This design comes from an exercise in tuning for small area and a short achievable clock period on the open sky130 flow, not from production work.
In this exercise RTL edits were held to simulation tests only and were not proved equivalent to the original.
Power figures rest on the tool's default switching activity, not on a simulated workload.

## flow/design.v (module list and top-level ports; edited modules follow where they fit)
// module fp_unpack: 75 lines
// module booth_multiplier: 539 lines
// module fp_normalize: 47 lines
// module fp_round: 45 lines
// module fp_mul_top: 171 lines
module fp_mul_top (
    input  logic        clk,
    input  logic        arst_n,
    input  logic        in_valid,
    input  logic [31:0] fp_x,
    input  logic [31:0] fp_y,
    input  logic [2:0]  r_mode,
    output logic        out_valid,
    output logic [31:0] fp_z,
    output logic        ovrf,
    output logic        udrf
);
  // ...
==> flow/flow/run.sh <==
#!/bin/bash
# The standard ORFS layout (standard.sh, with its standard synthesis) with
# these changes to how it is made:
#  - port buffers are buf_1 cells
#  - CTS runs with the arguments in flow/cts_args.txt (no dummy loads, smaller
#    clock buffers in smaller sink clusters)
#  - the platform's don't-use list is extended with the clock inverters
#    (flow/dont_use.txt), which repair otherwise sizes into weak low-power
#    variants on data paths
#  - the repair steps aim at a setup slack margin (flow/margin.txt) that stands
#    for a shorter clock period than the one signed off
# Each tool's output goes to flow_orfs.log and ORFS's own logs under orfs/logs.
set -euo pipefail
MARGIN=$(cat flow/margin.txt)
CTS_ARGS_FILE=$(cat flow/cts_args.txt)
DONT_USE=$(cat flow/dont_use.txt)
bash standard.sh \
  SETUP_SLACK_MARGIN="$MARGIN" \
  BUFFER_PORTS_ARGS="-buffer_cell sky130_fd_sc_hd__buf_1" \
  CTS_ARGS="$CTS_ARGS_FILE" \
  DONT_USE_CELLS="$DONT_USE" \
  finish > flow_orfs.log 2>&1
==> flow/flow/cts_args.txt <==
-sink_clustering_enable -repair_clock_nets -dont_use_dummy_load -buf_list {sky130_fd_sc_hd__clkbuf_4 sky130_fd_sc_hd__clkbuf_8} -sink_clustering_size 14 -sink_clustering_max_diameter 70
==> flow/flow/dont_use.txt <==
sky130_fd_sc_hd__probe_p_8 sky130_fd_sc_hd__probec_p_8 sky130_fd_sc_hd__lpflow_bleeder_1 sky130_fd_sc_hd__lpflow_clkbufkapwr_1 sky130_fd_sc_hd__lpflow_clkbufkapwr_16 sky130_fd_sc_hd__lpflow_clkbufkapwr_2 sky130_fd_sc_hd__lpflow_clkbufkapwr_4 sky130_fd_sc_hd__lpflow_clkbufkapwr_8 sky130_fd_sc_hd__lpflow_clkinvkapwr_1 sky130_fd_sc_hd__lpflow_clkinvkapwr_16 sky130_fd_sc_hd__lpflow_clkinvkapwr_2 sky130_fd_sc_hd__lpflow_clkinvkapwr_4 sky130_fd_sc_hd__lpflow_clkinvkapwr_8 sky130_fd_sc_hd__lpflow_decapkapwr_12 sky130_fd_sc_hd__lpflow_decapkapwr_3 sky130_fd_sc_hd__lpflow_decapkapwr_4 sky130_fd_sc_hd__lpflow_decapkapwr_6 sky130_fd_sc_hd__lpflow_decapkapwr_8 sky130_fd_sc_hd__lpflow_inputiso0n_1 sky130_fd_sc_hd__lpflow_inputiso0p_1 sky130_fd_sc_hd__lpflow_inputiso1n_1 sky130_fd_sc_hd__lpflow_inputiso1p_1 sky130_fd_sc_hd__lpflow_inputisolatch_1 sky130_fd_sc_hd__lpflow_isobufsrc_1 sky130_fd_sc_hd__lpflow_isobufsrc_16 sky130_fd_sc_hd__lpflow_isobufsrc_2 sky130_fd_sc_hd__lpflow_isobufsrc_4 sky130_fd_sc_hd__lpflow_isobufsrc_8 sky130_fd_sc_hd__lpflow_isobufsrckapwr_16 sky130_fd_sc_hd__lpflow_lsbuf_lh_hl_isowell_tap_1 sky130_fd_sc_hd__lpflow_lsbuf_lh_hl_isowell_tap_2 sky130_fd_sc_hd__lpflow_lsbuf_lh_hl_isowell_tap_4 sky130_fd_sc_hd__lpflow_lsbuf_lh_isowell_4 sky130_fd_sc_hd__lpflow_lsbuf_lh_isowell_tap_1 sky130_fd_sc_hd__lpflow_lsbuf_lh_isowell_tap_2 sky130_fd_sc_hd__lpflow_lsbuf_lh_isowell_tap_4 sky130_fd_sc_hd__clkinv_1 sky130_fd_sc_hd__clkinv_2 sky130_fd_sc_hd__clkinv_4 sky130_fd_sc_hd__clkinv_8 sky130_fd_sc_hd__clkinv_16 sky130_fd_sc_hd__clkinvlp_2 sky130_fd_sc_hd__clkinvlp_4
==> flow/flow/margin.txt <==
5
==> flow/standard.sh <==
#!/bin/bash
# synth_recipe.tcl (not shown) runs the flow's synth.tcl, then flattens the netlist and writes it again
# the make line also repeats each setting of config.mk as NAME=value (left out here)
make -C /OpenROAD-flow-scripts/flow DESIGN_CONFIG=/design/flow/config.mk WORK_HOME=/design/flow/orfs CLKGATE_MAP_FILE= SYNTH_SCRIPT=/design/flow/synth_recipe.tcl "${@:-finish}"
==> flow/config.mk <==
export PLATFORM = sky130hd
export DESIGN_NAME = fp_mul_top
export DESIGN_NICKNAME = fp_mul_top
export VERILOG_FILES = /design/flow/design.v
export SDC_FILE = /design/flow/constraint.sdc
export NUM_CORES = 4
export LEC_CHECK = 0
export ABC_AREA = 1
export CAP_MARGIN = 20
export CORE_MARGIN = 2
export CORE_UTILIZATION = 40
export SLEW_MARGIN = 20
==> flow/constraint.sdc <==
create_clock -name core_clock -period 8.5 [get_ports {clk}]
set_input_delay 1.7000 -clock core_clock [delete_from_list [all_inputs] [get_ports {clk}]]
set_output_delay 1.7000 -clock core_clock [all_outputs]
set_load 0.01 [all_outputs]
==> results.yml, run 1 <==
outcome:
  status: "timing/DRC/antenna clean"
cells_and_area:
  fin_area_sq_um: 24600
  instances_no_fill: 3516
  clock_tree_area_fraction_pct: 1.68
  largest_cell_class: "multi-input combinational cells"
  multiInputCombCellCount: 1928
  seq_share_pct: 26.6
  seq_cells: 325
  n_all_buffers: 128
worst_setup_path:
  critPathMaxFanout: 18
  rr_endpoint: "r2_2[26]"
  crit_path_frequent_cell: "fa_1"
  required_ns: 8.98
  reg2regPathDepth: 8
floorplanning:
  die_y_microns: 245
  num_rows: 88
timing:
  clock_skew_ns: 0.123
  drv_slew: 0
yosys:
  synthMuxAreaShare_pct: 0
  netlist_instances: 2764
  synth-xor-area-share_pct: 9.73
  yosysTopAreaCell: "dfxtp_1"
routing:
  wl_met2_microns: 38100
  route.met3.wl_microns: 8210
  wire_per_inst_microns: 24.0
clock_tree:
  cts.hold.buffers_added: 0
grt:
  first_global_vias: 20800
  grt_use_met2_pct: 45.0
  grt_busiest_layer: "met2"
power:
  intPower_mw: 4.81
  ir_drop_mv: 0.196
  pwr-share-clk_pct: 8.1
min_path:
  hp-class: "flop to flop"
placed_design:
  gp_congestion: 0.981
==> module booth_multiplier, before the edit <==
module booth_multiplier (
    input  logic [22:0] fx,
    input  logic [25:1] x3,
    input  logic [7:0]  sel1,
    input  logic [7:0]  sel2,
    input  logic [7:0]  sel3,
    input  logic [7:0]  sel4,
    input  logic [6:0]  neg,
    output logic [47:0] row0,
    output logic [47:0] row1,
    output logic [47:0] row2
);
    logic [23:0] xs;
    logic [25:0] m1, m2, m3, m4;
    logic [6:0]  nneg;
    logic [25:0] pp0;
    logic [25:0] pp1;
    logic [25:0] pp2;
    logic [25:0] pp3;
    logic [25:0] pp4;
    logic [25:0] pp5;
    logic [25:0] pp6;
    logic [25:0] pp7;
    logic ts0, tc0;
    logic ts1, tc1;
    logic ts2, tc2;
    logic ts3, tc3;
    logic ts4, tc4;
    logic ts5, tc5;
    logic ts6, tc6;
    logic ts7, tc7;
    logic ts8, tc8;
    logic ts9, tc9;
    logic ts10, tc10;
    logic ts11, tc11;
    logic ts12, tc12;
    logic ts13, tc13;
    logic ts14, tc14;
    logic ts15, tc15;
    logic ts16, tc16;
    logic ts17, tc17;
    logic ts18, tc18;
    logic ts19, tc19;
    logic ts20, tc20;
    logic ts21, tc21;
    logic ts22, tc22;
    logic ts23, tc23;
    logic ts24, tc24;
    logic ts25, tc25;
    logic ts26, tc26;
    logic ts27, tc27;
    logic ts28, tc28;
    logic ts29, tc29;
    logic ts30, tc30;
    logic ts31, tc31;
    logic ts32, tc32;
    logic ts33, tc33;
    logic ts34, tc34;
    logic ts35, tc35;
    logic ts36, tc36;
    logic ts37, tc37;
    logic ts38, tc38;
    logic ts39, tc39;
    logic ts40, tc40;
    logic ts41, tc41;
    logic ts42, tc42;
    logic ts43, tc43;
    logic ts44, tc44;
    logic ts45, tc45;
    logic ts46, tc46;
    logic ts47, tc47;
    logic ts48, tc48;
    logic ts49, tc49;
    logic ts50, tc50;
    logic ts51, tc51;
    logic ts52, tc52;
    logic ts53, tc53;
    logic ts54, tc54;
    logic ts55, tc55;
    logic ts56, tc56;
    logic ts57, tc57;
    logic ts58, tc58;
    logic ts59, tc59;
    logic ts60, tc60;
    logic ts61, tc61;
    logic ts62, tc62;
    logic ts63, tc63;
    logic ts64, tc64;
    logic ts65, tc65;
    logic ts66, tc66;
    logic ts67, tc67;
    logic ts68, tc68;
    logic ts69, tc69;
    logic ts70, tc70;
    logic ts71, tc71;
    logic ts72, tc72;
    logic ts73, tc73;
    logic ts74, tc74;
    logic ts75, tc75;
    logic ts76, tc76;
    logic ts77, tc77;
    logic ts78, tc78;
    logic ts79, tc79;
    logic ts80, tc80;
    logic ts81, tc81;
    logic ts82, tc82;
    logic ts83, tc83;
    logic ts84, tc84;
    logic ts85, tc85;
    logic ts86, tc86;
    logic ts87, tc87;
    logic ts88, tc88;
    logic ts89, tc89;
    logic ts90, tc90;
    logic ts91, tc91;
    logic ts92, tc92;
    logic ts93, tc93;
    logic ts94, tc94;
    logic ts95, tc95;
    logic ts96, tc96;
    logic ts97, tc97;
    logic ts98, tc98;
    logic ts99, tc99;
    logic ts100, tc100;
    logic ts101, tc101;
    logic ts102, tc102;
    logic ts103, tc103;
    logic ts104, tc104;
    logic ts105, tc105;
    logic ts106, tc106;
    logic ts107, tc107;
    logic ts108, tc108;
    logic ts109, tc109;
    logic ts110, tc110;
    logic ts111, tc111;
    logic ts112, tc112;
    logic ts113, tc113;
    logic ts114, tc114;
    logic ts115, tc115;
    logic ts116, tc116;
    logic ts117, tc117;
    logic ts118, tc118;
    logic ts119, tc119;
    logic ts120, tc120;
    logic ts121, tc121;
    logic ts122, tc122;
    logic ts123, tc123;
    logic ts124, tc124;
    logic ts125, tc125;
    logic ts126, tc126;
    logic ts127, tc127;
    logic ts128, tc128;
    logic ts129, tc129;
    logic ts130, tc130;
    logic ts131, tc131;
    logic ts132, tc132;
    logic ts133, tc133;
    logic ts134, tc134;
    logic ts135, tc135;
    logic ts136, tc136;
    logic ts137, tc137;
    logic ts138, tc138;
    logic ts139, tc139;
    logic ts140, tc140;
    logic ts141, tc141;
    logic ts142, tc142;
    logic ts143, tc143;
    logic ts144, tc144;
    logic ts145, tc145;
    logic ts146, tc146;
    logic ts147, tc147;
    logic ts148, tc148;
    logic ts149, tc149;
    logic ts150, tc150;
    logic ts151, tc151;
    logic ts152, tc152;
    logic ts153, tc153;
    logic ts154, tc154;
    logic ts155, tc155;
    logic ts156, tc156;
    logic ts157, tc157;
    logic ts158, tc158;
    logic ts159, tc159;
    logic ts160, tc160;
    logic ts161, tc161;
    logic ts162, tc162;
    logic ts163, tc163;
    logic ts164, tc164;
    logic ts165, tc165;
    assign xs   = {1'b1, fx};
    assign nneg = ~neg;
    assign m1 = {2'b00, xs};
    assign m2 = {1'b0, xs, 1'b0};
    assign m3 = {x3, fx[0]};
    assign m4 = {xs, 2'b00};
    assign pp0 = ({26{sel1[0]}} & m1 | {26{sel2[0]}} & m2 | {26{sel3[0]}} & m3 | {26{sel4[0]}} & m4) ^ {26{neg[0]}};
    assign pp1 = ({26{sel1[1]}} & m1 | {26{sel2[1]}} & m2 | {26{sel3[1]}} & m3 | {26{sel4[1]}} & m4) ^ {26{neg[1]}};
    assign pp2 = ({26{sel1[2]}} & m1 | {26{sel2[2]}} & m2 | {26{sel3[2]}} & m3 | {26{sel4[2]}} & m4) ^ {26{neg[2]}};
    assign pp3 = ({26{sel1[3]}} & m1 | {26{sel2[3]}} & m2 | {26{sel3[3]}} & m3 | {26{sel4[3]}} & m4) ^ {26{neg[3]}};
    assign pp4 = ({26{sel1[4]}} & m1 | {26{sel2[4]}} & m2 | {26{sel3[4]}} & m3 | {26{sel4[4]}} & m4) ^ {26{neg[4]}};
    assign pp5 = ({26{sel1[5]}} & m1 | {26{sel2[5]}} & m2 | {26{sel3[5]}} & m3 | {26{sel4[5]}} & m4) ^ {26{neg[5]}};
    assign pp6 = ({26{sel1[6]}} & m1 | {26{sel2[6]}} & m2 | {26{sel3[6]}} & m3 | {26{sel4[6]}} & m4) ^ {26{neg[6]}};
    assign pp7 = ({26{sel1[7]}} & m1 | {26{sel2[7]}} & m2 | {26{sel3[7]}} & m3 | {26{sel4[7]}} & m4) ^ {26{1'b1}};
    assign ts0 = neg[5] ^ pp0[15];
    assign tc0 = neg[5] & pp0[15];
    assign ts1 = pp0[16] ^ pp1[13];
    assign tc1 = pp0[16] & pp1[13];
    assign ts2 = pp0[17] ^ pp1[14];
    assign tc2 = pp0[17] & pp1[14];
    assign ts3 = neg[6] ^ pp0[18] ^ pp1[15];
    assign tc3 = (neg[6] & pp0[18]) | (neg[6] & pp1[15]) | (pp0[18] & pp1[15]);
    assign ts4 = pp2[12] ^ pp3[9];
    assign tc4 = pp2[12] & pp3[9];
    assign ts5 = pp0[19] ^ pp1[16] ^ pp2[13];
    assign tc5 = (pp0[19] & pp1[16]) | (pp0[19] & pp2[13]) | (pp1[16] & pp2[13]);
    assign ts6 = pp3[10] ^ pp4[7];
    assign tc6 = pp3[10] & pp4[7];
    assign ts7 = pp0[20] ^ pp1[17] ^ pp2[14];
    assign tc7 = (pp0[20] & pp1[17]) | (pp0[20] & pp2[14]) | (pp1[17] & pp2[14]);
    assign ts8 = pp3[11] ^ pp4[8];
    assign tc8 = pp3[11] & pp4[8];
    assign ts9 = 1'b1 ^ pp0[21] ^ pp1[18];
    assign tc9 = (1'b1 & pp0[21]) | (1'b1 & pp1[18]) | (pp0[21] & pp1[18]);
    assign ts10 = pp2[15] ^ pp3[12] ^ pp4[9];
    assign tc10 = (pp2[15] & pp3[12]) | (pp2[15] & pp4[9]) | (pp3[12] & pp4[9]);
    assign ts11 = pp5[6] ^ pp6[3];
    assign tc11 = pp5[6] & pp6[3];
    assign ts12 = pp0[22] ^ pp1[19] ^ pp2[16];
    assign tc12 = (pp0[22] & pp1[19]) | (pp0[22] & pp2[16]) | (pp1[19] & pp2[16]);
    assign ts13 = pp3[13] ^ pp4[10] ^ pp5[7];
    assign tc13 = (pp3[13] & pp4[10]) | (pp3[13] & pp5[7]) | (pp4[10] & pp5[7]);
    assign ts14 = pp6[4] ^ pp7[1];
    assign tc14 = pp6[4] & pp7[1];
    assign ts15 = pp0[23] ^ pp1[20] ^ pp2[17];
    assign tc15 = (pp0[23] & pp1[20]) | (pp0[23] & pp2[17]) | (pp1[20] & pp2[17]);
    assign ts16 = pp3[14] ^ pp4[11] ^ pp5[8];
    assign tc16 = (pp3[14] & pp4[11]) | (pp3[14] & pp5[8]) | (pp4[11] & pp5[8]);
    assign ts17 = pp6[5] ^ pp7[2];
    assign tc17 = pp6[5] & pp7[2];
    assign ts18 = xs[0] ^ pp0[24] ^ pp1[21];
    assign tc18 = (xs[0] & pp0[24]) | (xs[0] & pp1[21]) | (pp0[24] & pp1[21]);
    assign ts19 = pp2[18] ^ pp3[15] ^ pp4[12];
    assign tc19 = (pp2[18] & pp3[15]) | (pp2[18] & pp4[12]) | (pp3[15] & pp4[12]);
    assign ts20 = pp5[9] ^ pp6[6] ^ pp7[3];
    assign tc20 = (pp5[9] & pp6[6]) | (pp5[9] & pp7[3]) | (pp6[6] & pp7[3]);
    assign ts21 = xs[1] ^ pp0[25] ^ pp1[22];
    assign tc21 = (xs[1] & pp0[25]) | (xs[1] & pp1[22]) | (pp0[25] & pp1[22]);
    assign ts22 = pp2[19] ^ pp3[16] ^ pp4[13];
    assign tc22 = (pp2[19] & pp3[16]) | (pp2[19] & pp4[13]) | (pp3[16] & pp4[13]);
    assign ts23 = pp5[10] ^ pp6[7] ^ pp7[4];
    assign tc23 = (pp5[10] & pp6[7]) | (pp5[10] & pp7[4]) | (pp6[7] & pp7[4]);
    assign ts24 = neg[0] ^ xs[2] ^ pp1[23];
    assign tc24 = (neg[0] & xs[2]) | (neg[0] & pp1[23]) | (xs[2] & pp1[23]);
    assign ts25 = pp2[20] ^ pp3[17] ^ pp4[14];
    assign tc25 = (pp2[20] & pp3[17]) | (pp2[20] & pp4[14]) | (pp3[17] & pp4[14]);
    assign ts26 = pp5[11] ^ pp6[8] ^ pp7[5];
    assign tc26 = (pp5[11] & pp6[8]) | (pp5[11] & pp7[5]) | (pp6[8] & pp7[5]);
    assign ts27 = neg[0] ^ xs[3] ^ pp1[24];
    assign tc27 = (neg[0] & xs[3]) | (neg[0] & pp1[24]) | (xs[3] & pp1[24]);
    assign ts28 = pp2[21] ^ pp3[18] ^ pp4[15];
    assign tc28 = (pp2[21] & pp3[18]) | (pp2[21] & pp4[15]) | (pp3[18] & pp4[15]);
    assign ts29 = pp5[12] ^ pp6[9] ^ pp7[6];
    assign tc29 = (pp5[12] & pp6[9]) | (pp5[12] & pp7[6]) | (pp6[9] & pp7[6]);
    assign ts30 = neg[0] ^ xs[4] ^ pp1[25];
    assign tc30 = (neg[0] & xs[4]) | (neg[0] & pp1[25]) | (xs[4] & pp1[25]);
    assign ts31 = pp2[22] ^ pp3[19] ^ pp4[16];
    assign tc31 = (pp2[22] & pp3[19]) | (pp2[22] & pp4[16]) | (pp3[19] & pp4[16]);
    assign ts32 = pp5[13] ^ pp6[10] ^ pp7[7];
    assign tc32 = (pp5[13] & pp6[10]) | (pp5[13] & pp7[7]) | (pp6[10] & pp7[7]);
    assign ts33 = nneg[1] ^ nneg[0] ^ xs[5];
    assign tc33 = (nneg[1] & nneg[0]) | (nneg[1] & xs[5]) | (nneg[0] & xs[5]);
    assign ts34 = pp2[23] ^ pp3[20] ^ pp4[17];
    assign tc34 = (pp2[23] & pp3[20]) | (pp2[23] & pp4[17]) | (pp3[20] & pp4[17]);
    assign ts35 = pp5[14] ^ pp6[11] ^ pp7[8];
    assign tc35 = (pp5[14] & pp6[11]) | (pp5[14] & pp7[8]) | (pp6[11] & pp7[8]);
    assign ts36 = 1'b1 ^ xs[6] ^ pp2[24];
    assign tc36 = (1'b1 & xs[6]) | (1'b1 & pp2[24]) | (xs[6] & pp2[24]);
    assign ts37 = pp3[21] ^ pp4[18] ^ pp5[15];
    assign tc37 = (pp3[21] & pp4[18]) | (pp3[21] & pp5[15]) | (pp4[18] & pp5[15]);
    assign ts38 = pp6[12] ^ pp7[9];
    assign tc38 = pp6[12] & pp7[9];
    assign ts39 = 1'b1 ^ xs[7] ^ pp2[25];
    assign tc39 = (1'b1 & xs[7]) | (1'b1 & pp2[25]) | (xs[7] & pp2[25]);
    assign ts40 = pp3[22] ^ pp4[19] ^ pp5[16];
    assign tc40 = (pp3[22] & pp4[19]) | (pp3[22] & pp5[16]) | (pp4[19] & pp5[16]);
    assign ts41 = pp6[13] ^ pp7[10];
    assign tc41 = pp6[13] & pp7[10];
    assign ts42 = nneg[2] ^ xs[8] ^ pp3[23];
    assign tc42 = (nneg[2] & xs[8]) | (nneg[2] & pp3[23]) | (xs[8] & pp3[23]);
    assign ts43 = pp4[20] ^ pp5[17] ^ pp6[14];
    assign tc43 = (pp4[20] & pp5[17]) | (pp4[20] & pp6[14]) | (pp5[17] & pp6[14]);
    assign ts44 = 1'b1 ^ xs[9] ^ pp3[24];
    assign tc44 = (1'b1 & xs[9]) | (1'b1 & pp3[24]) | (xs[9] & pp3[24]);
    assign ts45 = pp4[21] ^ pp5[18];
    assign tc45 = pp4[21] & pp5[18];
    assign ts46 = 1'b1 ^ xs[10] ^ pp3[25];
    assign tc46 = (1'b1 & xs[10]) | (1'b1 & pp3[25]) | (xs[10] & pp3[25]);
    assign ts47 = pp4[22] ^ pp5[19];
    assign tc47 = pp4[22] & pp5[19];
    assign ts48 = nneg[3] ^ xs[11] ^ pp4[23];
    assign tc48 = (nneg[3] & xs[11]) | (nneg[3] & pp4[23]) | (xs[11] & pp4[23]);
    assign ts49 = 1'b1 ^ xs[12];
    assign tc49 = 1'b1 & xs[12];
    assign ts50 = 1'b1 ^ xs[13];
    assign tc50 = 1'b1 & xs[13];
    assign ts51 = neg[3] ^ pp0[9];
    assign tc51 = neg[3] & pp0[9];
    assign ts52 = pp0[10] ^ pp1[7];
    assign tc52 = pp0[10] & pp1[7];
    assign ts53 = pp0[11] ^ pp1[8];
    assign tc53 = pp0[11] & pp1[8];
    assign ts54 = neg[4] ^ pp0[12] ^ pp1[9];
    assign tc54 = (neg[4] & pp0[12]) | (neg[4] & pp1[9]) | (pp0[12] & pp1[9]);
    assign ts55 = pp2[6] ^ pp3[3];
    assign tc55 = pp2[6] & pp3[3];
    assign ts56 = pp0[13] ^ pp1[10] ^ pp2[7];
    assign tc56 = (pp0[13] & pp1[10]) | (pp0[13] & pp2[7]) | (pp1[10] & pp2[7]);
    assign ts57 = pp3[4] ^ pp4[1];
    assign tc57 = pp3[4] & pp4[1];
    assign ts58 = pp0[14] ^ pp1[11] ^ pp2[8];
    assign tc58 = (pp0[14] & pp1[11]) | (pp0[14] & pp2[8]) | (pp1[11] & pp2[8]);
    assign ts59 = pp3[5] ^ pp4[2];
    assign tc59 = pp3[5] & pp4[2];
    assign ts60 = pp1[12] ^ pp2[9] ^ pp3[6];
    assign tc60 = (pp1[12] & pp2[9]) | (pp1[12] & pp3[6]) | (pp2[9] & pp3[6]);
    assign ts61 = pp4[3] ^ pp5[0] ^ ts0;
    assign tc61 = (pp4[3] & pp5[0]) | (pp4[3] & ts0) | (pp5[0] & ts0);
    assign ts62 = pp2[10] ^ pp3[7] ^ pp4[4];
    assign tc62 = (pp2[10] & pp3[7]) | (pp2[10] & pp4[4]) | (pp3[7] & pp4[4]);
    assign ts63 = pp5[1] ^ tc0 ^ ts1;
    assign tc63 = (pp5[1] & tc0) | (pp5[1] & ts1) | (tc0 & ts1);
    assign ts64 = pp2[11] ^ pp3[8] ^ pp4[5];
    assign tc64 = (pp2[11] & pp3[8]) | (pp2[11] & pp4[5]) | (pp3[8] & pp4[5]);
    assign ts65 = pp5[2] ^ tc1 ^ ts2;
    assign tc65 = (pp5[2] & tc1) | (pp5[2] & ts2) | (tc1 & ts2);
    assign ts66 = pp4[6] ^ pp5[3] ^ pp6[0];
    assign tc66 = (pp4[6] & pp5[3]) | (pp4[6] & pp6[0]) | (pp5[3] & pp6[0]);
    assign ts67 = tc2 ^ ts4 ^ ts3;
    assign tc67 = (tc2 & ts4) | (tc2 & ts3) | (ts4 & ts3);
    assign ts68 = pp5[4] ^ pp6[1] ^ tc4;
    assign tc68 = (pp5[4] & pp6[1]) | (pp5[4] & tc4) | (pp6[1] & tc4);
    assign ts69 = ts6 ^ tc3 ^ ts5;
    assign tc69 = (ts6 & tc3) | (ts6 & ts5) | (tc3 & ts5);
    assign ts70 = pp5[5] ^ pp6[2] ^ tc6;
    assign tc70 = (pp5[5] & pp6[2]) | (pp5[5] & tc6) | (pp6[2] & tc6);
    assign ts71 = ts8 ^ tc5 ^ ts7;
    assign tc71 = (ts8 & tc5) | (ts8 & ts7) | (tc5 & ts7);
    assign ts72 = pp7[0] ^ tc8 ^ ts11;
    assign tc72 = (pp7[0] & tc8) | (pp7[0] & ts11) | (tc8 & ts11);
    assign ts73 = tc7 ^ ts9 ^ ts10;
    assign tc73 = (tc7 & ts9) | (tc7 & ts10) | (ts9 & ts10);
    assign ts74 = tc11 ^ ts14 ^ tc9;
    assign tc74 = (tc11 & ts14) | (tc11 & tc9) | (ts14 & tc9);
    assign ts75 = tc10 ^ ts12 ^ ts13;
    assign tc75 = (tc10 & ts12) | (tc10 & ts13) | (ts12 & ts13);
    assign ts76 = tc14 ^ ts17 ^ tc12;
    assign tc76 = (tc14 & ts17) | (tc14 & tc12) | (ts17 & tc12);
    assign ts77 = tc13 ^ ts15 ^ ts16;
    assign tc77 = (tc13 & ts15) | (tc13 & ts16) | (ts15 & ts16);
    assign ts78 = tc17 ^ tc15 ^ tc16;
    assign tc78 = (tc17 & tc15) | (tc17 & tc16) | (tc15 & tc16);
    assign ts79 = ts18 ^ ts19 ^ ts20;
    assign tc79 = (ts18 & ts19) | (ts18 & ts20) | (ts19 & ts20);
    assign ts80 = tc18 ^ tc19 ^ tc20;
    assign tc80 = (tc18 & tc19) | (tc18 & tc20) | (tc19 & tc20);
    assign ts81 = ts21 ^ ts22 ^ ts23;
    assign tc81 = (ts21 & ts22) | (ts21 & ts23) | (ts22 & ts23);
    assign ts82 = tc21 ^ tc22 ^ tc23;
    assign tc82 = (tc21 & tc22) | (tc21 & tc23) | (tc22 & tc23);
    assign ts83 = ts24 ^ ts25 ^ ts26;
    assign tc83 = (ts24 & ts25) | (ts24 & ts26) | (ts25 & ts26);
    assign ts84 = tc24 ^ tc25 ^ tc26;
    assign tc84 = (tc24 & tc25) | (tc24 & tc26) | (tc25 & tc26);
    assign ts85 = ts27 ^ ts28 ^ ts29;
    assign tc85 = (ts27 & ts28) | (ts27 & ts29) | (ts28 & ts29);
    assign ts86 = tc27 ^ tc28 ^ tc29;
    assign tc86 = (tc27 & tc28) | (tc27 & tc29) | (tc28 & tc29);
    assign ts87 = ts30 ^ ts31 ^ ts32;
    assign tc87 = (ts30 & ts31) | (ts30 & ts32) | (ts31 & ts32);
    assign ts88 = ts33 ^ tc30 ^ tc31;
    assign tc88 = (ts33 & tc30) | (ts33 & tc31) | (tc30 & tc31);
    assign ts89 = tc32 ^ ts34 ^ ts35;
    assign tc89 = (tc32 & ts34) | (tc32 & ts35) | (ts34 & ts35);
    assign ts90 = tc33 ^ ts38 ^ tc34;
    assign tc90 = (tc33 & ts38) | (tc33 & tc34) | (ts38 & tc34);
    assign ts91 = tc35 ^ ts36 ^ ts37;
    assign tc91 = (tc35 & ts36) | (tc35 & ts37) | (ts36 & ts37);
    assign ts92 = tc38 ^ ts41 ^ tc36;
    assign tc92 = (tc38 & ts41) | (tc38 & tc36) | (ts41 & tc36);
    assign ts93 = tc37 ^ ts39 ^ ts40;
    assign tc93 = (tc37 & ts39) | (tc37 & ts40) | (ts39 & ts40);
    assign ts94 = pp7[11] ^ tc41 ^ tc39;
    assign tc94 = (pp7[11] & tc41) | (pp7[11] & tc39) | (tc41 & tc39);
    assign ts95 = tc40 ^ ts42 ^ ts43;
    assign tc95 = (tc40 & ts42) | (tc40 & ts43) | (ts42 & ts43);
    assign ts96 = pp6[15] ^ pp7[12] ^ ts45;
    assign tc96 = (pp6[15] & pp7[12]) | (pp6[15] & ts45) | (pp7[12] & ts45);
    assign ts97 = tc42 ^ tc43 ^ ts44;
    assign tc97 = (tc42 & tc43) | (tc42 & ts44) | (tc43 & ts44);
    assign ts98 = pp6[16] ^ pp7[13] ^ tc45;
    assign tc98 = (pp6[16] & pp7[13]) | (pp6[16] & tc45) | (pp7[13] & tc45);
    assign ts99 = ts47 ^ tc44 ^ ts46;
    assign tc99 = (ts47 & tc44) | (ts47 & ts46) | (tc44 & ts46);
    assign ts100 = pp5[20] ^ pp6[17] ^ pp7[14];
    assign tc100 = (pp5[20] & pp6[17]) | (pp5[20] & pp7[14]) | (pp6[17] & pp7[14]);
    assign ts101 = tc47 ^ tc46 ^ ts48;
    assign tc101 = (tc47 & tc46) | (tc47 & ts48) | (tc46 & ts48);
    assign ts102 = ts49 ^ pp4[24] ^ pp5[21];
    assign tc102 = (ts49 & pp4[24]) | (ts49 & pp5[21]) | (pp4[24] & pp5[21]);
    assign ts103 = pp6[18] ^ pp7[15] ^ tc48;
    assign tc103 = (pp6[18] & pp7[15]) | (pp6[18] & tc48) | (pp7[15] & tc48);
    assign ts104 = tc49 ^ ts50 ^ pp4[25];
    assign tc104 = (tc49 & ts50) | (tc49 & pp4[25]) | (ts50 & pp4[25]);
    assign ts105 = pp5[22] ^ pp6[19] ^ pp7[16];
    assign tc105 = (pp5[22] & pp6[19]) | (pp5[22] & pp7[16]) | (pp6[19] & pp7[16]);
    assign ts106 = nneg[4] ^ xs[14] ^ tc50;
    assign tc106 = (nneg[4] & xs[14]) | (nneg[4] & tc50) | (xs[14] & tc50);
    assign ts107 = pp5[23] ^ pp6[20] ^ pp7[17];
    assign tc107 = (pp5[23] & pp6[20]) | (pp5[23] & pp7[17]) | (pp6[20] & pp7[17]);
    assign ts108 = 1'b1 ^ xs[15] ^ pp5[24];
    assign tc108 = (1'b1 & xs[15]) | (1'b1 & pp5[24]) | (xs[15] & pp5[24]);
    assign ts109 = pp6[21] ^ pp7[18];
    assign tc109 = pp6[21] & pp7[18];
    assign ts110 = 1'b1 ^ xs[16] ^ pp5[25];
    assign tc110 = (1'b1 & xs[16]) | (1'b1 & pp5[25]) | (xs[16] & pp5[25]);
    assign ts111 = pp6[22] ^ pp7[19];
    assign tc111 = pp6[22] & pp7[19];
    assign ts112 = nneg[5] ^ xs[17] ^ pp6[23];
    assign tc112 = (nneg[5] & xs[17]) | (nneg[5] & pp6[23]) | (xs[17] & pp6[23]);
    assign ts113 = 1'b1 ^ xs[18];
    assign tc113 = 1'b1 & xs[18];
    assign ts114 = 1'b1 ^ xs[19];
    assign tc114 = 1'b1 & xs[19];
    assign ts115 = neg[2] ^ pp0[6];
    assign tc115 = neg[2] & pp0[6];
    assign ts116 = pp0[7] ^ pp1[4];
    assign tc116 = pp0[7] & pp1[4];
    assign ts117 = pp0[8] ^ pp1[5];
    assign tc117 = pp0[8] & pp1[5];
    assign ts118 = pp1[6] ^ pp2[3] ^ pp3[0];
    assign tc118 = (pp1[6] & pp2[3]) | (pp1[6] & pp3[0]) | (pp2[3] & pp3[0]);
    assign ts119 = pp2[4] ^ pp3[1] ^ tc51;
    assign tc119 = (pp2[4] & pp3[1]) | (pp2[4] & tc51) | (pp3[1] & tc51);
    assign ts120 = pp2[5] ^ pp3[2] ^ tc52;
    assign tc120 = (pp2[5] & pp3[2]) | (pp2[5] & tc52) | (pp3[2] & tc52);
    assign ts121 = pp4[0] ^ tc53 ^ ts55;
    assign tc121 = (pp4[0] & tc53) | (pp4[0] & ts55) | (tc53 & ts55);
    assign ts122 = tc55 ^ ts57 ^ tc54;
    assign tc122 = (tc55 & ts57) | (tc55 & tc54) | (ts57 & tc54);
    assign ts123 = tc57 ^ ts59 ^ tc56;
    assign tc123 = (tc57 & ts59) | (tc57 & tc56) | (ts59 & tc56);
    assign ts124 = tc59 ^ tc58 ^ ts60;
    assign tc124 = (tc59 & tc58) | (tc59 & ts60) | (tc58 & ts60);
    assign ts125 = tc60 ^ ts62 ^ tc61;
    assign tc125 = (tc60 & ts62) | (tc60 & tc61) | (ts62 & tc61);
    assign ts126 = tc62 ^ ts64 ^ tc63;
    assign tc126 = (tc62 & ts64) | (tc62 & tc63) | (ts64 & tc63);
    assign ts127 = tc64 ^ ts66 ^ tc65;
    assign tc127 = (tc64 & ts66) | (tc64 & tc65) | (ts66 & tc65);
    assign ts128 = tc66 ^ ts68 ^ tc67;
    assign tc128 = (tc66 & ts68) | (tc66 & tc67) | (ts68 & tc67);
    assign ts129 = tc68 ^ ts70 ^ tc69;
    assign tc129 = (tc68 & ts70) | (tc68 & tc69) | (ts70 & tc69);
    assign ts130 = tc70 ^ ts72 ^ tc71;
    assign tc130 = (tc70 & ts72) | (tc70 & tc71) | (ts72 & tc71);
    assign ts131 = tc72 ^ tc73 ^ ts74;
    assign tc131 = (tc72 & tc73) | (tc72 & ts74) | (tc73 & ts74);
    assign ts132 = tc74 ^ tc75 ^ ts76;
    assign tc132 = (tc74 & tc75) | (tc74 & ts76) | (tc75 & ts76);
    assign ts133 = tc76 ^ tc77 ^ ts78;
    assign tc133 = (tc76 & tc77) | (tc76 & ts78) | (tc77 & ts78);
    assign ts134 = tc78 ^ tc79 ^ ts80;
    assign tc134 = (tc78 & tc79) | (tc78 & ts80) | (tc79 & ts80);
    assign ts135 = tc80 ^ tc81 ^ ts82;
    assign tc135 = (tc80 & tc81) | (tc80 & ts82) | (tc81 & ts82);
    assign ts136 = tc82 ^ tc83 ^ ts84;
    assign tc136 = (tc82 & tc83) | (tc82 & ts84) | (tc83 & ts84);
    assign ts137 = tc84 ^ tc85 ^ ts86;
    assign tc137 = (tc84 & tc85) | (tc84 & ts86) | (tc85 & ts86);
    assign ts138 = tc86 ^ tc87 ^ ts88;
    assign tc138 = (tc86 & tc87) | (tc86 & ts88) | (tc87 & ts88);
    assign ts139 = tc88 ^ tc89 ^ ts90;
    assign tc139 = (tc88 & tc89) | (tc88 & ts90) | (tc89 & ts90);
    assign ts140 = tc90 ^ tc91 ^ ts92;
    assign tc140 = (tc90 & tc91) | (tc90 & ts92) | (tc91 & ts92);
    assign ts141 = tc92 ^ tc93 ^ ts94;
    assign tc141 = (tc92 & tc93) | (tc92 & ts94) | (tc93 & ts94);
    assign ts142 = ts96 ^ tc94 ^ tc95;
    assign tc142 = (ts96 & tc94) | (ts96 & tc95) | (tc94 & tc95);
    assign ts143 = tc96 ^ ts98 ^ tc97;
    assign tc143 = (tc96 & ts98) | (tc96 & tc97) | (ts98 & tc97);
    assign ts144 = ts100 ^ tc98 ^ tc99;
    assign tc144 = (ts100 & tc98) | (ts100 & tc99) | (tc98 & tc99);
    assign ts145 = tc100 ^ ts102 ^ tc101;
    assign tc145 = (tc100 & ts102) | (tc100 & tc101) | (ts102 & tc101);
    assign ts146 = tc102 ^ ts104 ^ ts105;
    assign tc146 = (tc102 & ts104) | (tc102 & ts105) | (ts104 & ts105);
    assign ts147 = ts106 ^ tc104 ^ tc105;
    assign tc147 = (ts106 & tc104) | (ts106 & tc105) | (tc104 & tc105);
    assign ts148 = tc106 ^ ts109 ^ tc107;
    assign tc148 = (tc106 & ts109) | (tc106 & tc107) | (ts109 & tc107);
    assign ts149 = tc109 ^ ts111 ^ tc108;
    assign tc149 = (tc109 & ts111) | (tc109 & tc108) | (ts111 & tc108);
    assign ts150 = pp7[20] ^ tc111 ^ tc110;
    assign tc150 = (pp7[20] & tc111) | (pp7[20] & tc110) | (tc111 & tc110);
    assign ts151 = ts113 ^ pp6[24] ^ pp7[21];
    assign tc151 = (ts113 & pp6[24]) | (ts113 & pp7[21]) | (pp6[24] & pp7[21]);
    assign ts152 = tc113 ^ ts114 ^ pp6[25];
    assign tc152 = (tc113 & ts114) | (tc113 & pp6[25]) | (ts114 & pp6[25]);
    assign ts153 = nneg[6] ^ xs[20] ^ tc114;
    assign tc153 = (nneg[6] & xs[20]) | (nneg[6] & tc114) | (xs[20] & tc114);
    assign ts154 = 1'b1 ^ xs[21];
    assign tc154 = 1'b1 & xs[21];
    assign ts155 = 1'b1 ^ xs[22];
    assign tc155 = 1'b1 & xs[22];
    assign ts156 = ts107 ^ tc146 ^ ts147;
    assign tc156 = (ts107 & tc146) | (ts107 & ts147) | (tc146 & ts147);
    assign ts157 = ts108 ^ tc147 ^ ts148;
    assign tc157 = (ts108 & tc147) | (ts108 & ts148) | (tc147 & ts148);
    assign ts158 = ts110 ^ tc148 ^ ts149;
    assign tc158 = (ts110 & tc148) | (ts110 & ts149) | (tc148 & ts149);
    assign ts159 = ts112 ^ tc149 ^ ts150;
    assign tc159 = (ts112 & tc149) | (ts112 & ts150) | (tc149 & ts150);
    assign ts160 = tc112 ^ ts151 ^ tc150;
    assign tc160 = (tc112 & ts151) | (tc112 & tc150) | (ts151 & tc150);
    assign ts161 = pp7[22] ^ tc151 ^ ts152;
    assign tc161 = (pp7[22] & tc151) | (pp7[22] & ts152) | (tc151 & ts152);
    assign ts162 = pp7[23] ^ ts153 ^ tc152;
    assign tc162 = (pp7[23] & ts153) | (pp7[23] & tc152) | (ts153 & tc152);
    assign ts163 = ts154 ^ pp7[24] ^ tc153;
    assign tc163 = (ts154 & pp7[24]) | (ts154 & tc153) | (pp7[24] & tc153);
    assign ts164 = tc154 ^ ts155 ^ pp7[25];
    assign tc164 = (tc154 & ts155) | (tc154 & pp7[25]) | (ts155 & pp7[25]);
    assign ts165 = xs[23] ^ tc155;
    assign tc165 = xs[23] & tc155;
    assign row0 = {ts165, ts164, ts163, ts162, ts161, ts160, tc158, tc157, tc156, ts156, tc103, ts103, ts101, ts99, ts97, ts95, ts93, ts91, ts89, ts87, ts85, ts83, ts81, ts79, ts77, ts75, ts73, ts71, ts69, ts67, ts65, ts63, ts61, ts58, ts56, ts54, ts53, ts52, tc117, pp2[2], pp2[1], pp1[3], pp0[5], pp0[4], neg[1], pp0[2], pp0[1], neg[0]};
    assign row1 = {tc164, tc163, tc162, tc161, tc160, tc159, ts159, ts158, ts157, 1'b0, ts146, tc144, tc143, tc142, tc141, tc140, tc139, tc138, tc137, tc136, tc135, tc134, tc133, tc132, tc131, tc130, tc129, tc128, tc127, tc126, tc125, tc124, tc123, tc122, tc121, tc120, tc119, tc118, ts51, tc116, tc115, pp2[0], pp1[2], pp1[1], pp0[3], 1'b0, 1'b0, pp0[0]};
    assign row2 = {1'b0, 1'b0, 1'b0, 1'b0, 1'b0, 1'b0, 1'b0, 1'b0, 1'b0, 1'b0, tc145, ts145, ts144, ts143, ts142, ts141, ts140, ts139, ts138, ts137, ts136, ts135, ts134, ts133, ts132, ts131, ts130, ts129, ts128, ts127, ts126, ts125, ts124, ts123, ts122, ts121, ts120, ts119, ts118, ts117, ts116, ts115, 1'b0, 1'b0, pp1[0], 1'b0, 1'b0, 1'b0};
endmodule
==> module fp_normalize, before the edit <==
module fp_normalize (
    input  logic [47:0] row0,
    input  logic [47:0] row1,
    input  logic [47:0] row2,
    input  logic [9:0]  exp_sum,
    input  logic [1:0]  rclass,
    input  logic        sticky21,
    input  logic        sticky22,
    output logic [22:0] frac,
    output logic        inc,
    output logic [7:0]  exp_adj,
    output logic        ovf_a,
    output logic        ovf_b,
    output logic        udf_a,
    output logic        udf_b
);
    logic [47:0] cs_s, cs_c;
    logic [47:0] prod;
    logic        hi;
    logic        inc_hi, inc_lo;
    logic signed [9:0] es;
    logic [7:0]  es_inc;
    function automatic logic round_up(input logic [1:0] rc, input logic lsb,
                                      input logic guard, input logic sticky);
        case (rc)
            fp_mul_pkg::RC_Z:   round_up = 1'b0;
            fp_mul_pkg::RC_NA:  round_up = guard;
            fp_mul_pkg::RC_INF: round_up = guard | sticky;
            default:            round_up = guard & (sticky | lsb);
        endcase
    endfunction
    assign cs_s = row0 ^ row1 ^ row2;
    assign cs_c = {(row0[46:0] & row1[46:0]) | (row0[46:0] & row2[46:0]) | (row1[46:0] & row2[46:0]), 1'b0};
    assign prod = cs_s + cs_c;
    assign hi     = prod[47];
    assign frac   = hi ? prod[46:24] : prod[45:23];
    assign inc_hi = round_up(rclass, prod[24], prod[23], sticky22);
    assign inc_lo = round_up(rclass, prod[23], prod[22], sticky21);
    assign inc    = hi ? inc_hi : inc_lo;
    assign es      = exp_sum;
    assign es_inc  = exp_sum[7:0] + 8'd1;
    assign exp_adj = hi ? es_inc : exp_sum[7:0];
    assign ovf_a   = hi ? (es >= 10'sd254) : (es >= 10'sd255);
    assign ovf_b   = hi ? (es >= 10'sd253) : (es >= 10'sd254);
    assign udf_a   = hi ? (es <= -10'sd1)  : (es <= 10'sd0);
    assign udf_b   = hi ? (es <= -10'sd2)  : (es <= -10'sd1);
endmodule
==> module fp_mul_top, before the edit <==
module fp_mul_top (
    input  logic        clk,
    input  logic        arst_n,
    input  logic        in_valid,
    input  logic [31:0] fp_x,
    input  logic [31:0] fp_y,
    input  logic [2:0]  r_mode,
    output logic        out_valid,
    output logic [31:0] fp_z,
    output logic        ovrf,
    output logic        udrf
);
    logic        v1, s1, st21_1, st22_1;
    logic [1:0]  rc1, sp1;
    logic [9:0]  es1;
    logic [22:0] fx1;
    logic [25:1] x3_1;
    logic [7:0]  sel1_1, sel2_1, sel3_1, sel4_1;
    logic [6:0]  neg1;
    logic        v2, s2, st21_2, st22_2;
    logic [1:0]  rc2, sp2;
    logic [9:0]  es2;
    logic [47:0] r0_2, r1_2, r2_2;
    logic        v3, s3, oi3, inc3, ova3, ovb3, uda3, udb3;
    logic [1:0]  sp3;
    logic [7:0]  ea3;
    logic [22:0] fr3;
    logic        sign_in;
    logic [1:0]  rc_in, sp_a;
    logic [9:0]  es_a;
    logic [25:1] x3_a;
    logic [7:0]  sel1_a, sel2_a, sel3_a, sel4_a;
    logic [6:0]  neg_a;
    logic        st21_a, st22_a;
    logic [47:0] r0_b, r1_b, r2_b;
    logic [22:0] fr_c;
    logic        inc_c, ova_c, ovb_c, uda_c, udb_c;
    logic [7:0]  ea_c;
    logic [31:0] z_d;
    logic        ovf_d, udf_d;
    assign sign_in = fp_x[31] ^ fp_y[31];
    always_comb begin
        case (r_mode)
            3'd1:    rc_in = fp_mul_pkg::RC_Z;
            3'd2:    rc_in = sign_in ? fp_mul_pkg::RC_INF : fp_mul_pkg::RC_Z;
            3'd3:    rc_in = sign_in ? fp_mul_pkg::RC_Z : fp_mul_pkg::RC_INF;
            3'd4:    rc_in = fp_mul_pkg::RC_NA;
            default: rc_in = fp_mul_pkg::RC_NE;
        endcase
    end
    fp_unpack u_unpack (
        .fp_x     (fp_x),
        .fp_y     (fp_y),
        .special  (sp_a),
        .exp_sum  (es_a),
        .x3       (x3_a),
        .sel1     (sel1_a),
        .sel2     (sel2_a),
        .sel3     (sel3_a),
        .sel4     (sel4_a),
        .neg      (neg_a),
        .sticky21 (st21_a),
        .sticky22 (st22_a)
    );
    always_ff @(posedge clk or negedge arst_n) begin
        if (!arst_n) begin
            v1 <= 1'b0;
            v2 <= 1'b0;
            v3 <= 1'b0;
        end else begin
            v1 <= in_valid;
            v2 <= v1;
            v3 <= v2;
        end
    end
    always_ff @(posedge clk) begin
        s1     <= sign_in;
        rc1    <= rc_in;
        sp1    <= sp_a;
        es1    <= es_a;
        fx1    <= fp_x[22:0];
        x3_1   <= x3_a;
        sel1_1 <= sel1_a;
        sel2_1 <= sel2_a;
        sel3_1 <= sel3_a;
        sel4_1 <= sel4_a;
        neg1   <= neg_a;
        st21_1 <= st21_a;
        st22_1 <= st22_a;
    end
    booth_multiplier u_mul (
        .fx   (fx1),
        .x3   (x3_1),
        .sel1 (sel1_1),
        .sel2 (sel2_1),
        .sel3 (sel3_1),
        .sel4 (sel4_1),
        .neg  (neg1),
        .row0 (r0_b),
        .row1 (r1_b),
        .row2 (r2_b)
    );
    always_ff @(posedge clk) begin
        s2     <= s1;
        rc2    <= rc1;
        sp2    <= sp1;
        es2    <= es1;
        st21_2 <= st21_1;
        st22_2 <= st22_1;
        r0_2   <= r0_b;
        r1_2   <= r1_b;
        r2_2   <= r2_b;
    end
    fp_normalize u_norm (
        .row0     (r0_2),
        .row1     (r1_2),
        .row2     (r2_2),
        .exp_sum  (es2),
        .rclass   (rc2),
        .sticky21 (st21_2),
        .sticky22 (st22_2),
        .frac     (fr_c),
        .inc      (inc_c),
        .exp_adj  (ea_c),
        .ovf_a    (ova_c),
        .ovf_b    (ovb_c),
        .udf_a    (uda_c),
        .udf_b    (udb_c)
    );
    always_ff @(posedge clk) begin
        s3   <= s2;
        oi3  <= (rc2 != fp_mul_pkg::RC_Z);
        sp3  <= sp2;
        ea3  <= ea_c;
        ova3 <= ova_c;
        ovb3 <= ovb_c;
        uda3 <= uda_c;
        udb3 <= udb_c;
        fr3  <= fr_c;
        inc3 <= inc_c;
    end
    fp_round u_round (
        .sign    (s3),
        .ovf_inf (oi3),
        .special (sp3),
        .exp_adj (ea3),
        .ovf_a   (ova3),
        .ovf_b   (ovb3),
        .udf_a   (uda3),
        .udf_b   (udb3),
        .frac    (fr3),
        .inc     (inc3),
        .z       (z_d),
        .ovf     (ovf_d),
        .udf     (udf_d)
    );
    always_ff @(posedge clk or negedge arst_n) begin
        if (!arst_n) begin
            out_valid <= 1'b0;
            ovrf      <= 1'b0;
            udrf      <= 1'b0;
        end else begin
            out_valid <= v3;
            ovrf      <= v3 & ovf_d;
            udrf      <= v3 & udf_d;
        end
    end
    always_ff @(posedge clk) begin
        fp_z <= z_d;
    end
endmodule
==> run 2, diff against run 1 <==
--- a/flow/design.v
+++ b/flow/design.v
@@ -95,8 +95,7 @@
     input  logic [7:0]  sel4,
     input  logic [6:0]  neg,
     output logic [47:0] row0,
-    output logic [47:0] row1,
-    output logic [47:0] row2
+    output logic [47:0] row1
 );
     logic [23:0] xs;
     logic [25:0] m1, m2, m3, m4;
@@ -275,6 +274,41 @@
     logic ts163, tc163;
     logic ts164, tc164;
     logic ts165, tc165;
+    logic ts166, tc166;
+    logic ts167, tc167;
+    logic ts168, tc168;
+    logic ts169, tc169;
+    logic ts170, tc170;
+    logic ts171, tc171;
+    logic ts172, tc172;
+    logic ts173, tc173;
+    logic ts174, tc174;
+    logic ts175, tc175;
+    logic ts176, tc176;
+    logic ts177, tc177;
+    logic ts178, tc178;
+    logic ts179, tc179;
+    logic ts180, tc180;
+    logic ts181, tc181;
+    logic ts182, tc182;
+    logic ts183, tc183;
+    logic ts184, tc184;
+    logic ts185, tc185;
+    logic ts186, tc186;
+    logic ts187, tc187;
+    logic ts188, tc188;
+    logic ts189, tc189;
+    logic ts190, tc190;
+    logic ts191, tc191;
+    logic ts192, tc192;
+    logic ts193, tc193;
+    logic ts194, tc194;
+    logic ts195, tc195;
+    logic ts196, tc196;
+    logic ts197, tc197;
+    logic ts198, tc198;
+    logic ts199, tc199;
+    logic ts200, tc200;
     assign xs   = {1'b1, fx};
     assign nneg = ~neg;
     assign m1 = {2'b00, xs};
@@ -601,35 +635,103 @@
     assign tc154 = 1'b1 & xs[21];
     assign ts155 = 1'b1 ^ xs[22];
     assign tc155 = 1'b1 & xs[22];
-    assign ts156 = ts107 ^ tc146 ^ ts147;
-    assign tc156 = (ts107 & tc146) | (ts107 & ts147) | (tc146 & ts147);
-    assign ts157 = ts108 ^ tc147 ^ ts148;
-    assign tc157 = (ts108 & tc147) | (ts108 & ts148) | (tc147 & ts148);
-    assign ts158 = ts110 ^ tc148 ^ ts149;
-    assign tc158 = (ts110 & tc148) | (ts110 & ts149) | (tc148 & ts149);
-    assign ts159 = ts112 ^ tc149 ^ ts150;
-    assign tc159 = (ts112 & tc149) | (ts112 & ts150) | (tc149 & ts150);
-    assign ts160 = tc112 ^ ts151 ^ tc150;
-    assign tc160 = (tc112 & ts151) | (tc112 & tc150) | (ts151 & tc150);
-    assign ts161 = pp7[22] ^ tc151 ^ ts152;
-    assign tc161 = (pp7[22] & tc151) | (pp7[22] & ts152) | (tc151 & ts152);
-    assign ts162 = pp7[23] ^ ts153 ^ tc152;
-    assign tc162 = (pp7[23] & ts153) | (pp7[23] & tc152) | (ts153 & tc152);
-    assign ts163 = ts154 ^ pp7[24] ^ tc153;
-    assign tc163 = (ts154 & pp7[24]) | (ts154 & tc153) | (pp7[24] & tc153);
-    assign ts164 = tc154 ^ ts155 ^ pp7[25];
-    assign tc164 = (tc154 & ts155) | (tc154 & pp7[25]) | (ts155 & pp7[25]);
-    assign ts165 = xs[23] ^ tc155;
-    assign tc165 = xs[23] & tc155;
-    assign row0 = {ts165, ts164, ts163, ts162, ts161, ts160, tc158, tc157, tc156, ts156, tc103, ts103, ts101, ts99, ts97, ts95, ts93, ts91, ts89, ts87, ts85, ts83, ts81, ts79, ts77, ts75, ts73, ts71, ts69, ts67, ts65, ts63, ts61, ts58, ts56, ts54, ts53, ts52, tc117, pp2[2], pp2[1], pp1[3], pp0[5], pp0[4], neg[1], pp0[2], pp0[1], neg[0]};
-    assign row1 = {tc164, tc163, tc162, tc161, tc160, tc159, ts159, ts158, ts157, 1'b0, ts146, tc144, tc143, tc142, tc141, tc140, tc139, tc138, tc137, tc136, tc135, tc134, tc133, tc132, tc131, tc130, tc129, tc128, tc127, tc126, tc125, tc124, tc123, tc122, tc121, tc120, tc119, tc118, ts51, tc116, tc115, pp2[0], pp1[2], pp1[1], pp0[3], 1'b0, 1'b0, pp0[0]};
-    assign row2 = {1'b0, 1'b0, 1'b0, 1'b0, 1'b0, 1'b0, 1'b0, 1'b0, 1'b0, 1'b0, tc145, ts145, ts144, ts143, ts142, ts141, ts140, ts139, ts138, ts137, ts136, ts135, ts134, ts133, ts132, ts131, ts130, ts129, ts128, ts127, ts126, ts125, ts124, ts123, ts122, ts121, ts120, ts119, ts118, ts117, ts116, ts115, 1'b0, 1'b0, pp1[0], 1'b0, 1'b0, 1'b0};
+    assign ts156 = neg[1] ^ pp0[3];
+    assign tc156 = neg[1] & pp0[3];
+    assign ts157 = pp0[4] ^ pp1[1];
+    assign tc157 = pp0[4] & pp1[1];
+    assign ts158 = pp0[5] ^ pp1[2];
+    assign tc158 = pp0[5] & pp1[2];
+    assign ts159 = pp1[3] ^ pp2[0] ^ ts115;
+    assign tc159 = (pp1[3] & pp2[0]) | (pp1[3] & ts115) | (pp2[0] & ts115);
+    assign ts160 = pp2[1] ^ tc115 ^ ts116;
+    assign tc160 = (pp2[1] & tc115) | (pp2[1] & ts116) | (tc115 & ts116);
+    assign ts161 = pp2[2] ^ tc116 ^ ts117;
+    assign tc161 = (pp2[2] & tc116) | (pp2[2] & ts117) | (tc116 & ts117);
+    assign ts162 = tc117 ^ ts51 ^ ts118;
+    assign tc162 = (tc117 & ts51) | (tc117 & ts118) | (ts51 & ts118);
+    assign ts163 = ts52 ^ tc118 ^ ts119;
+    assign tc163 = (ts52 & tc118) | (ts52 & ts119) | (tc118 & ts119);
+    assign ts164 = ts53 ^ tc119 ^ ts120;
+    assign tc164 = (ts53 & tc119) | (ts53 & ts120) | (tc119 & ts120);
+    assign ts165 = ts54 ^ tc120 ^ ts121;
+    assign tc165 = (ts54 & tc120) | (ts54 & ts121) | (tc120 & ts121);
+    assign ts166 = ts56 ^ tc121 ^ ts122;
+    assign tc166 = (ts56 & tc121) | (ts56 & ts122) | (tc121 & ts122);
+    assign ts167 = ts58 ^ tc122 ^ ts123;
+    assign tc167 = (ts58 & tc122) | (ts58 & ts123) | (tc122 & ts123);
+    assign ts168 = ts61 ^ tc123 ^ ts124;
+    assign tc168 = (ts61 & tc123) | (ts61 & ts124) | (tc123 & ts124);
+    assign ts169 = ts63 ^ tc124 ^ ts125;
+    assign tc169 = (ts63 & tc124) | (ts63 & ts125) | (tc124 & ts125);
+    assign ts170 = ts65 ^ tc125 ^ ts126;
+    assign tc170 = (ts65 & tc125) | (ts65 & ts126) | (tc125 & ts126);
+    assign ts171 = ts67 ^ tc126 ^ ts127;
+    assign tc171 = (ts67 & tc126) | (ts67 & ts127) | (tc126 & ts127);
+    assign ts172 = ts69 ^ tc127 ^ ts128;
+    assign tc172 = (ts69 & tc127) | (ts69 & ts128) | (tc127 & ts128);
+    assign ts173 = ts71 ^ tc128 ^ ts129;
+    assign tc173 = (ts71 & tc128) | (ts71 & ts129) | (tc128 & ts129);
+    assign ts174 = ts73 ^ tc129 ^ ts130;
+    assign tc174 = (ts73 & tc129) | (ts73 & ts130) | (tc129 & ts130);
+    assign ts175 = ts75 ^ tc130 ^ ts131;
+    assign tc175 = (ts75 & tc130) | (ts75 & ts131) | (tc130 & ts131);
+    assign ts176 = ts77 ^ tc131 ^ ts132;
+    assign tc176 = (ts77 & tc131) | (ts77 & ts132) | (tc131 & ts132);
+    assign ts177 = ts79 ^ tc132 ^ ts133;
+    assign tc177 = (ts79 & tc132) | (ts79 & ts133) | (tc132 & ts133);
+    assign ts178 = ts81 ^ tc133 ^ ts134;
+    assign tc178 = (ts81 & tc133) | (ts81 & ts134) | (tc133 & ts134);
+    assign ts179 = ts83 ^ tc134 ^ ts135;
+    assign tc179 = (ts83 & tc134) | (ts83 & ts135) | (tc134 & ts135);
+    assign ts180 = ts85 ^ tc135 ^ ts136;
+    assign tc180 = (ts85 & tc135) | (ts85 & ts136) | (tc135 & ts136);
+    assign ts181 = ts87 ^ tc136 ^ ts137;
+    assign tc181 = (ts87 & tc136) | (ts87 & ts137) | (tc136 & ts137);
+    assign ts182 = ts89 ^ tc137 ^ ts138;
+    assign tc182 = (ts89 & tc137) | (ts89 & ts138) | (tc137 & ts138);
+    assign ts183 = ts91 ^ tc138 ^ ts139;
+    assign tc183 = (ts91 & tc138) | (ts91 & ts139) | (tc138 & ts139);
+    assign ts184 = ts93 ^ tc139 ^ ts140;
+    assign tc184 = (ts93 & tc139) | (ts93 & ts140) | (tc139 & ts140);
+    assign ts185 = ts95 ^ tc140 ^ ts141;
+    assign tc185 = (ts95 & tc140) | (ts95 & ts141) | (tc140 & ts141);
+    assign ts186 = ts97 ^ tc141 ^ ts142;
+    assign tc186 = (ts97 & tc141) | (ts97 & ts142) | (tc141 & ts142);
+    assign ts187 = ts99 ^ tc142 ^ ts143;
+    assign tc187 = (ts99 & tc142) | (ts99 & ts143) | (tc142 & ts143);
+    assign ts188 = ts101 ^ tc143 ^ ts144;
+    assign tc188 = (ts101 & tc143) | (ts101 & ts144) | (tc143 & ts144);
+    assign ts189 = ts103 ^ tc144 ^ ts145;
+    assign tc189 = (ts103 & tc144) | (ts103 & ts145) | (tc144 & ts145);
+    assign ts190 = tc103 ^ ts146 ^ tc145;
+    assign tc190 = (tc103 & ts146) | (tc103 & tc145) | (ts146 & tc145);
+    assign ts191 = ts107 ^ tc146 ^ ts147;
+    assign tc191 = (ts107 & tc146) | (ts107 & ts147) | (tc146 & ts147);
+    assign ts192 = ts108 ^ tc147 ^ ts148;
+    assign tc192 = (ts108 & tc147) | (ts108 & ts148) | (tc147 & ts148);
+    assign ts193 = ts110 ^ tc148 ^ ts149;
+    assign tc193 = (ts110 & tc148) | (ts110 & ts149) | (tc148 & ts149);
+    assign ts194 = ts112 ^ tc149 ^ ts150;
+    assign tc194 = (ts112 & tc149) | (ts112 & ts150) | (tc149 & ts150);
+    assign ts195 = tc112 ^ ts151 ^ tc150;
+    assign tc195 = (tc112 & ts151) | (tc112 & tc150) | (ts151 & tc150);
+    assign ts196 = pp7[22] ^ tc151 ^ ts152;
+    assign tc196 = (pp7[22] & tc151) | (pp7[22] & ts152) | (tc151 & ts152);
+    assign ts197 = pp7[23] ^ ts153 ^ tc152;
+    assign tc197 = (pp7[23] & ts153) | (pp7[23] & tc152) | (ts153 & tc152);
+    assign ts198 = ts154 ^ pp7[24] ^ tc153;
+    assign tc198 = (ts154 & pp7[24]) | (ts154 & tc153) | (pp7[24] & tc153);
+    assign ts199 = tc154 ^ ts155 ^ pp7[25];
+    assign tc199 = (tc154 & ts155) | (tc154 & pp7[25]) | (ts155 & pp7[25]);
+    assign ts200 = xs[23] ^ tc155;
+    assign tc200 = xs[23] & tc155;
+    assign row0 = {ts200, ts199, ts198, tc196, ts196, ts195, tc193, tc192, tc191, ts191, tc189, tc188, tc187, tc186, tc185, tc184, tc183, tc182, tc181, tc180, tc179, tc178, tc177, tc176, tc175, tc174, tc173, tc172, tc171, tc170, tc169, tc168, tc167, tc166, tc165, tc164, tc163, tc162, tc161, tc160, tc159, tc158, tc157, tc156, pp1[0], pp0[2], pp0[1], neg[0]};
+    assign row1 = {tc199, tc198, tc197, ts197, tc195, tc194, ts194, ts193, ts192, tc190, ts190, ts189, ts188, ts187, ts186, ts185, ts184, ts183, ts182, ts181, ts180, ts179, ts178, ts177, ts176, ts175, ts174, ts173, ts172, ts171, ts170, ts169, ts168, ts167, ts166, ts165, ts164, ts163, ts162, ts161, ts160, ts159, ts158, ts157, ts156, 1'b0, 1'b0, pp0[0]};
 endmodule
 `timescale 1ns/1ps
 module fp_normalize (
     input  logic [47:0] row0,
     input  logic [47:0] row1,
-    input  logic [47:0] row2,
     input  logic [9:0]  exp_sum,
     input  logic [1:0]  rclass,
     input  logic        sticky21,
@@ -642,7 +744,6 @@
     output logic        udf_a,
     output logic        udf_b
 );
-    logic [47:0] cs_s, cs_c;
     logic [47:0] prod;
     logic        hi;
     logic        inc_hi, inc_lo;
@@ -657,9 +758,7 @@
             default:            round_up = guard & (sticky | lsb);
         endcase
     endfunction
-    assign cs_s = row0 ^ row1 ^ row2;
-    assign cs_c = {(row0[46:0] & row1[46:0]) | (row0[46:0] & row2[46:0]) | (row1[46:0] & row2[46:0]), 1'b0};
-    assign prod = cs_s + cs_c;
+    assign prod = row0 + row1;
     assign hi     = prod[47];
     assign frac   = hi ? prod[46:24] : prod[45:23];
     assign inc_hi = round_up(rclass, prod[24], prod[23], sticky22);
@@ -742,7 +841,7 @@
     logic        v2, s2, st21_2, st22_2;
     logic [1:0]  rc2, sp2;
     logic [9:0]  es2;
-    logic [47:0] r0_2, r1_2, r2_2;
+    logic [47:0] r0_2, r1_2;
     logic        v3, s3, oi3, inc3, ova3, ovb3, uda3, udb3;
     logic [1:0]  sp3;
     logic [7:0]  ea3;
@@ -754,7 +853,7 @@
     logic [7:0]  sel1_a, sel2_a, sel3_a, sel4_a;
     logic [6:0]  neg_a;
     logic        st21_a, st22_a;
-    logic [47:0] r0_b, r1_b, r2_b;
+    logic [47:0] r0_b, r1_b;
     logic [22:0] fr_c;
     logic        inc_c, ova_c, ovb_c, uda_c, udb_c;
     logic [7:0]  ea_c;
@@ -819,8 +918,7 @@
         .sel4 (sel4_1),
         .neg  (neg1),
         .row0 (r0_b),
-        .row1 (r1_b),
-        .row2 (r2_b)
+        .row1 (r1_b)
     );
     always_ff @(posedge clk) begin
         s2     <= s1;
@@ -831,12 +929,10 @@
         st22_2 <= st22_1;
         r0_2   <= r0_b;
         r1_2   <= r1_b;
-        r2_2   <= r2_b;
     end
     fp_normalize u_norm (
         .row0     (r0_2),
         .row1     (r1_2),
-        .row2     (r2_2),
         .exp_sum  (es2),
         .rclass   (rc2),
         .sticky21 (st21_2),
--- a/flow/config.mk
+++ b/flow/config.mk
@@ -8,5 +8,6 @@
 export ABC_AREA = 1
 export CAP_MARGIN = 20
 export CORE_MARGIN = 2
-export CORE_UTILIZATION = 40
+export CORE_UTILIZATION = 55
+export PLACE_DENSITY = 0.7
 export SLEW_MARGIN = 20
==> run 2 against run 1 <==
  * Wire length fell by 3.5%
  * Register-to-register slack worse by 0.06 ns
  * Sequential power is about 10% lower
  * Clock-buffer cell count is 1 lower
  * Utilization is 16 points higher
  * Combinational power down 23%
  * Non-clock buffer count rose by 15
  * Clock power down 8.3%
  * Critical path depth increased by 2
  * Critical endpoint is now r1_2[23]
==> results.yml, run 2 <==
outcome:
  status: "timing/DRC/antenna clean"
routing:
  postRouteAntennaNets: 0
  drc: 0
  firstDrtPassIters: 7
  wire_per_inst_microns: 24.7
yosys:
  async_reset_ff_share_pct: 2.05
  yosysTopAreaCell: "dfxtp_1"
  synth-edff-count: 0
  synth.net_count: 3128
  synthTopCellsByArea: "dfxtp_1 25%, fa_1 14%, xor2_1 9.5%, ha_1 7.2%, a221oi_1 7.1%"
  syn-cell-area_sq_um: 22600
  netlist_instances: 2766
  ys_types: 52
  syn_avg_cell_area_sq_um: 8.16
  yosys.area.top_type_share_pct: 25.5
  ys.flop_type: "dfxtp_1"
  synthTopCellsByCount: "368 x inv_1, 357 x nand2_1, 287 x dfxtp_1"
worst_setup_path:
  cpPeakStageDelay_ns: 0.51
  required_ns: 8.97
  path_cells: "inv_6 -> o22ai_1 -> a221oi_1 -> xor2_1 -> ha_1 -> fa_1 -> inv_1 -> fa_1 -> inv_1 -> fa_1"
  cp-end-kind: "flop"
  critPathMaxFanout: 17
  cp.arrival_ns: 4.00
  crit_family: "adder cells"
  path_class: "flop to flop"
  crit_path_frequent_cell: "fa_1"
placed_design:
  port_buffers: 104
  dp_hpwl_microns: 60200
  place_ws_ns: 4.34
  gp_congestion: 1.03
  placed_area_sq_um: 23100
clock_tree:
  cts_made_buffers: 29
  worstSkewPairLatency_ns: 0.63
  cts_buffer_depth: 3
  cts_tree: "built"
  cts_root_buf: "clkbuf_8"
  cts.hold.buffers_added: 0
timing:
  clock_skew_ns: 0.0726
  max_freq_mhz: 284
  tns_ns: 0
  fin_crit_sh_pct: 41.5
  max_slew_margin_pct: 28.0
  hold_violations: 0
  setup_slack_ns: 4.97
  fin_crit_ns: 3.53
  whs_ns: 0.320
  worst_pin_slew_ns: 1.07
  drv_slew: 0
flow_run:
  cap_violations: 0
cells_and_area:
  layout_commonest_cell: "nand2_1"
  final_cell_mix: "357 x nand2_1, 347 x inv_1, 264 x dfxtp_1"
  largest-register: "r0_2"
  fin_area_sq_um: 24000
  final_layout_size_suffix_gt1_share_pct: 6.70
  n_antenna_cell: 0
  area_growth_pct: 6.33
  final_nets: 3127
  fillers: 3762
floorplanning:
  die_y_microns: 207
  die_area_sq_um: 42700
  chipWidth_microns: 207
  ios: 105
  num_rows: 74
grt:
  first_global_vias: 20400
  grt_use_total_pct: 37.8
  grt_max_degree: 40
  grt_antenna_before_repair: 6
power:
  ir_drop_mv: 0.137
  pwr_density_cell_nw_per_um2: 342
  leakagePower_nw: 10.5
min_path:
  hp-class: "flop to flop"
run 2: cell types whose count changed after synthesis, sizes merged, moves of 7 or more:
| cell | change |
|---|---|
| nor2 | -13 |
| xor2 | +8 |
| dfxtp | -32 |
| a31oi | +7 |
| or2 | -8 |
| a21o | -9 |
| inv | +53 |
| nand2 | +9 |
run 2: cells by family after synthesis:
kind of cell,share of synthesized area [%]
DFF,26.1
and+or+nand+nor,13.0
buffers and inverters,9.66
adders and majority gates,21.6
xor gates and xnor gates,10.3
AOI/OAI and AO/OA,19.4
run 2: path summary, 6_finish.rpt:
check	startpoint	end	slack, ns	cells after the start
worst max-delay path	fx1[4]	r1_2[23]	4.97	10
worst min register to register	es1[4]	es2[4]	0.32	0
max in group asynchronous	arst_n	ovrf	7.35	1
min in group asynchronous	arst_n	v1	0.92	1
worst max register to register	fx1[4]	r1_2[23]	4.97	10
worst min-delay path	es1[4]	es2[4]	0.32	0
run 2: repair_timing:
action / in CTS / in global routing
setup buffers: 4 / 9
pin swaps: 0 / 7
endpoints found under the setup margin: 40 / 32
gates resized for setup: 66 / 79
hold endpoints to repair: 0 / 0
run 2: cell type report:
class                           count  area (sq um)  area share [%]
Multi-Input combinational cell   1906         14600            61.0
Sequential cell                   293          5930            24.7
Inverter                          392          1630            6.79
Timing Repair Buffer              143           736            3.07
Tap cell                          532           666            2.78
Clock buffer                       29           399            1.66
run 2: metrics by stage:
stage | power, mW | instances
final | 8.20 | 3295
after global routing | 8.95 | 3295
after CTS | 8.10 | 3286
after detailed placement | 7.34 | 3253
after global placement | 7.20 | 3252
after floorplan | 5.62 | 2766
run 2: worst reg2reg max path, cell delays in order, from the launching register on:
cell,delay [ns]
dfxtp_1,0.51
inv_6,0.29
o22ai_1,0.13
a221oi_1,0.47
xor2_1,0.16
ha_1,0.35
fa_1,0.51
inv_1,0.05
fa_1,0.47
inv_1,0.05
fa_1,0.43
run 2: routing by layer:
metal  up-vias  part of all wire (%)  track usage, %
li1       9372                     -               -
met4         4                   5.3            16.3
met2      1432                    43            58.9
met5         -                 0.031               0
met3       402                    12            12.2
met1      9808                    39            48.1
run 2: power by group:
part,internal [mW],switching [mW],leakage [nW]
sequential,1.91,0.348,2.49
clock,0.301,0.444,0.209
combinational,1.86,3.34,7.80
total,4.07,4.14,10.5

Re-timed with assumed drivers on the ports (clkbuf_16 on the clock, buf_2 on other inputs), run 2 has 4.973 ns of setup slack against 4.973 ns with ideal ports, and 4.531 ns once port delays also move by the mid clock arrival of 0.643 ns.
